This design comes from an exercise in tuning for small area on the open sky130 flow, not from production work. Function was checked by simulation only, so behaviour that the tests miss may differ from the original. Power is estimated from default activity; no workload was simulated.

==> flow/design.v (excerpt) <==
module axi_split_top
(
   input  logic       clk,
   input  logic       resetn,
   input  axi_split_pkg::addr_t      s_aw_addr,
   input  axi_split_pkg::len_t       s_aw_len,
   input  logic       s_aw_valid,
   output logic       s_aw_ready,
   input  axi_split_pkg::wide_data_t s_w_data,
   input  logic       s_w_last,
   input  logic       s_w_valid,
   output logic       s_w_ready,
   output logic       s_b_valid,
   input  logic       s_b_ready,
   input  axi_split_pkg::addr_t      s_ar_addr,
   input  axi_split_pkg::len_t       s_ar_len,
   input  logic       s_ar_valid,
   output logic       s_ar_ready,
   output axi_split_pkg::wide_data_t s_r_data,
   output logic       s_r_last,
   output logic       s_r_valid,
   input  logic       s_r_ready,
   output axi_split_pkg::addr_t      m0_aw_addr,
   output axi_split_pkg::len_t       m0_aw_len,
   output logic       m0_aw_valid,
   input  logic       m0_aw_ready,
   output axi_split_pkg::half_data_t m0_w_data,
   output logic       m0_w_last,
   output logic       m0_w_valid,
   input  logic       m0_w_ready,
   input  logic       m0_b_valid,
   output logic       m0_b_ready,
   output axi_split_pkg::addr_t      m0_ar_addr,
   output axi_split_pkg::len_t       m0_ar_len,
   output logic       m0_ar_valid,
   input  logic       m0_ar_ready,
   input  axi_split_pkg::half_data_t m0_r_data,
   input  logic       m0_r_last,
   input  logic       m0_r_valid,
   output logic       m0_r_ready,
   output axi_split_pkg::addr_t      m1_aw_addr,
   output axi_split_pkg::len_t       m1_aw_len,
   output logic       m1_aw_valid,
   input  logic       m1_aw_ready,
   output axi_split_pkg::half_data_t m1_w_data,
   output logic       m1_w_last,
   output logic       m1_w_valid,
   input  logic       m1_w_ready,
   input  logic       m1_b_valid,
   output logic       m1_b_ready,
   output axi_split_pkg::addr_t      m1_ar_addr,
   output axi_split_pkg::len_t       m1_ar_len,
   output logic       m1_ar_valid,
   input  logic       m1_ar_ready,
   input  axi_split_pkg::half_data_t m1_r_data,
   input  logic       m1_r_last,
   input  logic       m1_r_valid,
   output logic       m1_r_ready
);
For scale: roughly 3200 cells after synthesis, ~1400 flip-flops, about 530 I/O pins, roughly 54000 um2 of cells after synthesis.
Settings: LEC_CHECK=0, CAP_MARGIN=20, CORE_MARGIN=2, CORE_UTILIZATION=75, GPL_TIMING_DRIVEN=0, PLACE_DENSITY=0.82, SLEW_MARGIN=20; clock period 5.0 ns.
standard.sh (not shown) runs the stock make flow with config.mk's settings and CLKGATE_MAP_FILE= SYNTH_SCRIPT=/design/flow/synth_recipe.tcl, a recipe that flattens the netlist after the stock synthesis.
==> flow/flow/run.sh <==
#!/bin/bash
# Standard layout, with the port buffers made from the smallest buffer cell
# and a clock tree without dummy balancing loads
set -euo pipefail
export BUFFER_PORTS_ARGS="-buffer_cell sky130_fd_sc_hd__buf_1"
export CTS_ARGS="-sink_clustering_enable -repair_clock_nets -dont_use_dummy_load -sink_clustering_size 10 -sink_clustering_max_diameter 40 -buf_list sky130_fd_sc_hd__clkbuf_4"
bash standard.sh finish > standard_flow.log 2>&1
The baseline completed without violations.
Edit:
==> flow/flow/run.sh (replaced) <==
#!/bin/bash
# Standard layout, with the port buffers made from the smallest buffer cell
set -euo pipefail
export BUFFER_PORTS_ARGS="-buffer_cell sky130_fd_sc_hd__buf_1"
bash standard.sh finish > standard_flow.log 2>&1
--- a/flow/config.mk
+++ b/flow/config.mk
@@ -11 +11,3 @@
-export GPL_TIMING_DRIVEN = 0
+export CTS_BUF_LIST = sky130_fd_sc_hd__clkbuf_4
+export CTS_CLUSTER_DIAMETER = 40
+export CTS_CLUSTER_SIZE = 10
Register-to-register slack improved by 0.51 ns. Combinational power shrinks by about 7%. Global-route usage decreases by 3.5 points. Worst setup slack gets better by 0.58 ns. Worst hold slack degrades by 0.012 ns.
Edit:
--- a/flow/flow/run.sh
+++ b/flow/flow/run.sh
@@ -2,0 +3 @@
+# and a clock tree without dummy balancing loads
@@ -4,0 +6 @@
+export CTS_ARGS="-sink_clustering_enable -repair_clock_nets -dont_use_dummy_load -sink_clustering_size 10 -sink_clustering_max_diameter 50 -buf_list sky130_fd_sc_hd__clkbuf_4"
--- a/flow/config.mk
+++ b/flow/config.mk
@@ -10,5 +10,2 @@
-export CORE_UTILIZATION = 75
-export CTS_BUF_LIST = sky130_fd_sc_hd__clkbuf_4
-export CTS_CLUSTER_DIAMETER = 40
-export CTS_CLUSTER_SIZE = 10
-export PLACE_DENSITY = 0.82
+export CORE_UTILIZATION = 65
+export PLACE_DENSITY = 0.75
Outcome: The changed run produced a clean layout. Critical path depth went down by 1. Worst setup slack loses 0.15 ns. Cell area went down by 1.0%. Area after synthesis stays the same. Total power went down by 4.6%. Worst hold slack loses 0.016 ns. Via count went down by 2.0%. Die area went up by 15%. Cell count went up by 0.75%.

========
Starting RTL as in the previous note.
export LEC_CHECK = 0
export CAP_MARGIN = 20
export CORE_MARGIN = 2
export CORE_UTILIZATION = 75
export PLACE_DENSITY = 0.82
export SLEW_MARGIN = 20
create_clock -name core_clock -period 5.0 [get_ports {clk}]
==> flow/flow/run.sh <==
#!/bin/bash
# Standard layout, with the port buffers made from the smallest buffer cell
# and a clock tree without dummy balancing loads
set -euo pipefail
export BUFFER_PORTS_ARGS="-buffer_cell sky130_fd_sc_hd__buf_1"
export CTS_ARGS="-sink_clustering_enable -repair_clock_nets -dont_use_dummy_load -sink_clustering_size 10 -sink_clustering_max_diameter 40 -buf_list sky130_fd_sc_hd__clkbuf_4"
bash standard.sh finish > standard_flow.log 2>&1
Rerun with:
==> flow/flow/run.sh (replaced) <==
#!/bin/bash
# Standard layout, with the port buffers made from the smallest buffer cell
set -euo pipefail
export BUFFER_PORTS_ARGS="-buffer_cell sky130_fd_sc_hd__buf_1"
bash standard.sh finish > standard_flow.log 2>&1
CORE_UTILIZATION = 70   (was 75)
CTS_BUF_LIST = sky130_fd_sc_hd__clkbuf_8   (was not set)
CTS_CLUSTER_DIAMETER = 45   (was not set)
CTS_CLUSTER_SIZE = 24   (was not set)
PLACE_DENSITY = 0.78   (was 0.82)
Effect: Final area came out higher by a few percent. Cell count came out higher by a few percent. Total power came out higher by roughly a tenth. Global-route usage came out lower by 2.7 points.
Rerun with:
CORE_UTILIZATION = 65   (was 70)
CTS_BUF_LIST = sky130_fd_sc_hd__clkbuf_4   (was sky130_fd_sc_hd__clkbuf_8)
CTS_CLUSTER_DIAMETER = 50   (was 45)
CTS_CLUSTER_SIZE = 10   (was 24)
PLACE_DENSITY = 0.75   (was 0.78)
=> The changed run produced a clean layout; worst setup slack got worse by 0.35 ns; flip-flop and latch count is unchanged; maximum frequency decreases by a little under a tenth.
Rerun with:
==> flow/flow/run.sh (replaced) <==
#!/bin/bash
# Standard layout, with the port buffers made from the smallest buffer cell
# and a clock tree without dummy balancing loads
set -euo pipefail
export BUFFER_PORTS_ARGS="-buffer_cell sky130_fd_sc_hd__buf_1"
export CTS_ARGS="-sink_clustering_enable -repair_clock_nets -dont_use_dummy_load -sink_clustering_size 10 -sink_clustering_max_diameter 40 -buf_list sky130_fd_sc_hd__clkbuf_4"
bash standard.sh finish > standard_flow.log 2>&1
CAP_MARGIN = 10   (was 20)
CORE_UTILIZATION = 75   (was 65)
CTS_BUF_LIST = not set   (was sky130_fd_sc_hd__clkbuf_4)
CTS_CLUSTER_DIAMETER = not set   (was 50)
CTS_CLUSTER_SIZE = not set   (was 10)
PLACE_DENSITY = 0.82   (was 0.75)
SLEW_MARGIN = 10   (was 20)
The new run completed without violations.
Clock power came out lower by 16%.
Fmax went up by 6.5%.
Die area fell by 13%.
Worst setup slack improves by 0.26 ns.
Global-route usage came out higher by 4.4 points.
Total power drops by 4.3%.
Non-clock buffer count went down by 1.
Rerun with:
==> flow/flow/run.sh (replaced) <==
#!/bin/bash
# Standard layout, with the port buffers made from the smallest buffer cell
set -euo pipefail
export BUFFER_PORTS_ARGS="-buffer_cell sky130_fd_sc_hd__buf_1"
bash standard.sh finish > standard_flow.log 2>&1
CAP_MARGIN = 20   (was 10)
CORE_UTILIZATION = 65   (was 75)
CTS_BUF_LIST = sky130_fd_sc_hd__clkbuf_4 sky130_fd_sc_hd__clkbuf_8   (was not set)
CTS_CLUSTER_DIAMETER = 60   (was not set)
CTS_CLUSTER_SIZE = 12   (was not set)
PLACE_DENSITY = 0.75   (was 0.82)
SLEW_MARGIN = 20   (was 10)
Outcome: Wire length rose by about 1.7%. Critical path depth fell by 1. Setup slack loses 0.011 ns. Final cell count rose by about 3.3%. Total power rose by about 9%.
Rerun with:
CAP_MARGIN = 5   (was 20)
CTS_BUF_LIST = sky130_fd_sc_hd__clkbuf_4   (was sky130_fd_sc_hd__clkbuf_4 sky130_fd_sc_hd__clkbuf_8)
CTS_CLUSTER_DIAMETER = 50   (was 60)
CTS_CLUSTER_SIZE = 10   (was 12)
GPL_TIMING_DRIVEN = 0   (was not set)
SLEW_MARGIN = 5   (was 20)
The changed run passed the timing, DRC and antenna checks.
Clock power is lower by 11%.
Routed wire length rises by 10%.
Via count is higher by 6.7%.
Global-route usage climbs by 3.3 points.
Area after synthesis does not change.
Design area came out higher by 1.6%.
Non-clock buffer count rises by 249.
Worst setup slack is worse by 0.73 ns.
Total power went down by 2.6%.

========
Starting RTL as in the previous note.
==> flow/config.mk <==
export PLATFORM = sky130hd
export DESIGN_NAME = axi_split_top
export DESIGN_NICKNAME = axi_split_top
export VERILOG_FILES = /design/flow/design.v
export SDC_FILE = /design/flow/constraint.sdc
export NUM_CORES = 4
export LEC_CHECK = 0
export CAP_MARGIN = 20
export CORE_MARGIN = 2
export CORE_UTILIZATION = 70
export CTS_BUF_LIST = sky130_fd_sc_hd__clkbuf_2 sky130_fd_sc_hd__clkbuf_4
export CTS_CLUSTER_DIAMETER = 40
export CTS_CLUSTER_SIZE = 10
export PLACE_DENSITY = 0.78
export SLEW_MARGIN = 20
==> flow/constraint.sdc <==
create_clock -name core_clock -period 5.0 [get_ports {clk}]
set_input_delay 1.0000 -clock core_clock [delete_from_list [all_inputs] [get_ports {clk}]]
set_output_delay 1.0000 -clock core_clock [all_outputs]
set_load 0.01 [all_outputs]
==> flow/flow/run.sh <==
#!/bin/bash
# Standard layout, with the port buffers made from the smallest buffer cell
set -euo pipefail
export BUFFER_PORTS_ARGS="-buffer_cell sky130_fd_sc_hd__buf_1"
bash standard.sh finish > standard_flow.log 2>&1
The starting point completed without violations.
Change:
==> flow/flow/run.sh (replaced) <==
#!/bin/bash
# Standard layout, with the port buffers made from the smallest buffer cell
# and a clock tree without dummy balancing loads
set -euo pipefail
export BUFFER_PORTS_ARGS="-buffer_cell sky130_fd_sc_hd__buf_1"
export CTS_ARGS="-sink_clustering_enable -repair_clock_nets -dont_use_dummy_load -sink_clustering_size 10 -sink_clustering_max_diameter 40 -buf_list {sky130_fd_sc_hd__clkbuf_2 sky130_fd_sc_hd__clkbuf_4}"
bash standard.sh finish > standard_flow.log 2>&1
--- a/flow/config.mk
+++ b/flow/config.mk
@@ -9,7 +9,4 @@
 export CORE_MARGIN = 2
 export CORE_UTILIZATION = 70
-export CTS_BUF_LIST = sky130_fd_sc_hd__clkbuf_2 sky130_fd_sc_hd__clkbuf_4
-export CTS_CLUSTER_DIAMETER = 40
-export CTS_CLUSTER_SIZE = 10
 export PLACE_DENSITY = 0.78
 export SLEW_MARGIN = 20
Effect: The changed run completed with no timing, DRC or antenna violations. Final cell count drops by 2.0%. Combinational power stays flat. Core utilization drops by 0.96 points. Wire length drops by about 0.43%. Power drops by 4.7%. Register-to-register slack is better by 0.03 ns. Die area is unchanged. First-iteration DRC count drops by about 3%. Cell area drops by about 1.2%. Area after synthesis is unchanged. Setup slack is better by 0.010 ns.
Change:
==> flow/flow/run.sh (replaced) <==
#!/bin/bash
# Standard layout, with the port buffers made from the smallest buffer cell
# and a clock tree without dummy balancing loads
set -euo pipefail
export BUFFER_PORTS_ARGS="-buffer_cell sky130_fd_sc_hd__buf_1"
export CTS_ARGS="-sink_clustering_enable -repair_clock_nets -dont_use_dummy_load -sink_clustering_size 10 -sink_clustering_max_diameter 40 -buf_list sky130_fd_sc_hd__clkbuf_4"
bash standard.sh finish > standard_flow.log 2>&1
--- a/flow/config.mk
+++ b/flow/config.mk
@@ -8,5 +8,5 @@
 export CAP_MARGIN = 20
 export CORE_MARGIN = 2
-export CORE_UTILIZATION = 70
-export PLACE_DENSITY = 0.78
+export CORE_UTILIZATION = 80
+export PLACE_DENSITY = 0.86
 export SLEW_MARGIN = 20
- The changed run completed without violations
- clock-buffer cell count came out lower by 9
- cell area drops by 0.39%
- register-to-register slack degrades by 0.15 ns
- area after synthesis stays the same
- non-clock buffer count goes down by 2
- die area shrinks by 12%
- clock skew is lower by 0.0038 ns
Change:
--- a/flow/config.mk
+++ b/flow/config.mk
@@ -8,5 +8,6 @@
 export CAP_MARGIN = 20
 export CORE_MARGIN = 2
-export CORE_UTILIZATION = 80
-export PLACE_DENSITY = 0.86
+export CORE_UTILIZATION = 75
+export GPL_ROUTABILITY_DRIVEN = 0
+export PLACE_DENSITY = 0.82
 export SLEW_MARGIN = 20
=> The new run completed without violations; setup slack improved by 0.43 ns; sequential share of layout area falls by 0.11 points; core utilization falls by 5.1 points; synthesized area stays the same; cell area stays flat; die area went up by 6.6%; maximum frequency goes up by about 11%; total power hardly moves; sequential cell count is unchanged; via count goes down by about 2.3%.
Change:
==> flow/flow/run.sh (replaced) <==
#!/bin/bash
# Standard layout, with the port buffers made from the smallest buffer cell
set -euo pipefail
export BUFFER_PORTS_ARGS="-buffer_cell sky130_fd_sc_hd__buf_1"
bash standard.sh finish > standard_flow.log 2>&1
--- a/flow/config.mk
+++ b/flow/config.mk
@@ -8,6 +8,8 @@
 export CAP_MARGIN = 20
 export CORE_MARGIN = 2
-export CORE_UTILIZATION = 75
-export GPL_ROUTABILITY_DRIVEN = 0
-export PLACE_DENSITY = 0.82
+export CORE_UTILIZATION = 70
+export CTS_BUF_LIST = sky130_fd_sc_hd__clkbuf_4
+export CTS_CLUSTER_DIAMETER = 40
+export CTS_CLUSTER_SIZE = 8
+export PLACE_DENSITY = 0.78
 export SLEW_MARGIN = 20
After rerunning:
- The changed run finished with timing, DRC and antenna clean
- sequential share of layout area shrinks by 1.6 points
- first-iteration DRC count went down by about a fifth
- count of clock-buffer cells in the layout rises by 108

static timing again, ports no longer ideal:
No port has a modelled driver above. Below, the same layouts with a new extraction and two added sets of constraints.
Step 1: set_driving_cell puts a clkbuf_16 on clk and a buf_2 on each other input, an assumption about the parent block.
Step 2 moves the port delays by t, midway between the first and last clock arrival at a register: inputs arrive t later, outputs are due t later. That takes back most of the time a late clock gives input paths.
a / b / c = ideal ports / drivers / drivers and shift; a / b = the first two.
run	t, ns	setup WS [ns]	clock arrival spread, ns
the first run of note 1	1.084	0.342 / 0.274 / 1.046	0.112 / 0.112
the second run of note 1	1.096	0.925 / 0.859 / 1.530	0.093 / 0.092
the third run of note 1	1.060	0.771 / 0.705 / 1.032	0.183 / 0.183
the first run of note 2	1.038	0.979 / 0.914 / 1.496	0.155 / 0.155
the second run of note 2	0.847	1.078 / 1.012 / 1.504	0.048 / 0.047
the third run of note 2	1.112	0.725 / 0.658 / 1.038	0.122 / 0.122
the fourth run of note 2	1.035	0.986 / 0.921 / 1.495	0.154 / 0.154
the fifth run of note 2	0.855	0.976 / 0.909 / 1.070	0.050 / 0.049
the sixth run of note 2	1.110	0.245 / 0.175 / 0.942	0.102 / 0.102
the first run of note 3	1.080	0.880 / 0.813 / 1.500	0.071 / 0.072
the second run of note 3	1.060	0.890 / 0.823 / 1.494	0.132 / 0.132
the third run of note 3	1.079	0.545 / 0.479 / 1.491	0.123 / 0.123
the fourth run of note 3	1.038	0.979 / 0.914 / 1.496	0.155 / 0.155
the fifth run of note 3	1.094	0.856 / 0.790 / 1.467	0.092 / 0.092
After both steps setup and hold are still met in every run listed.
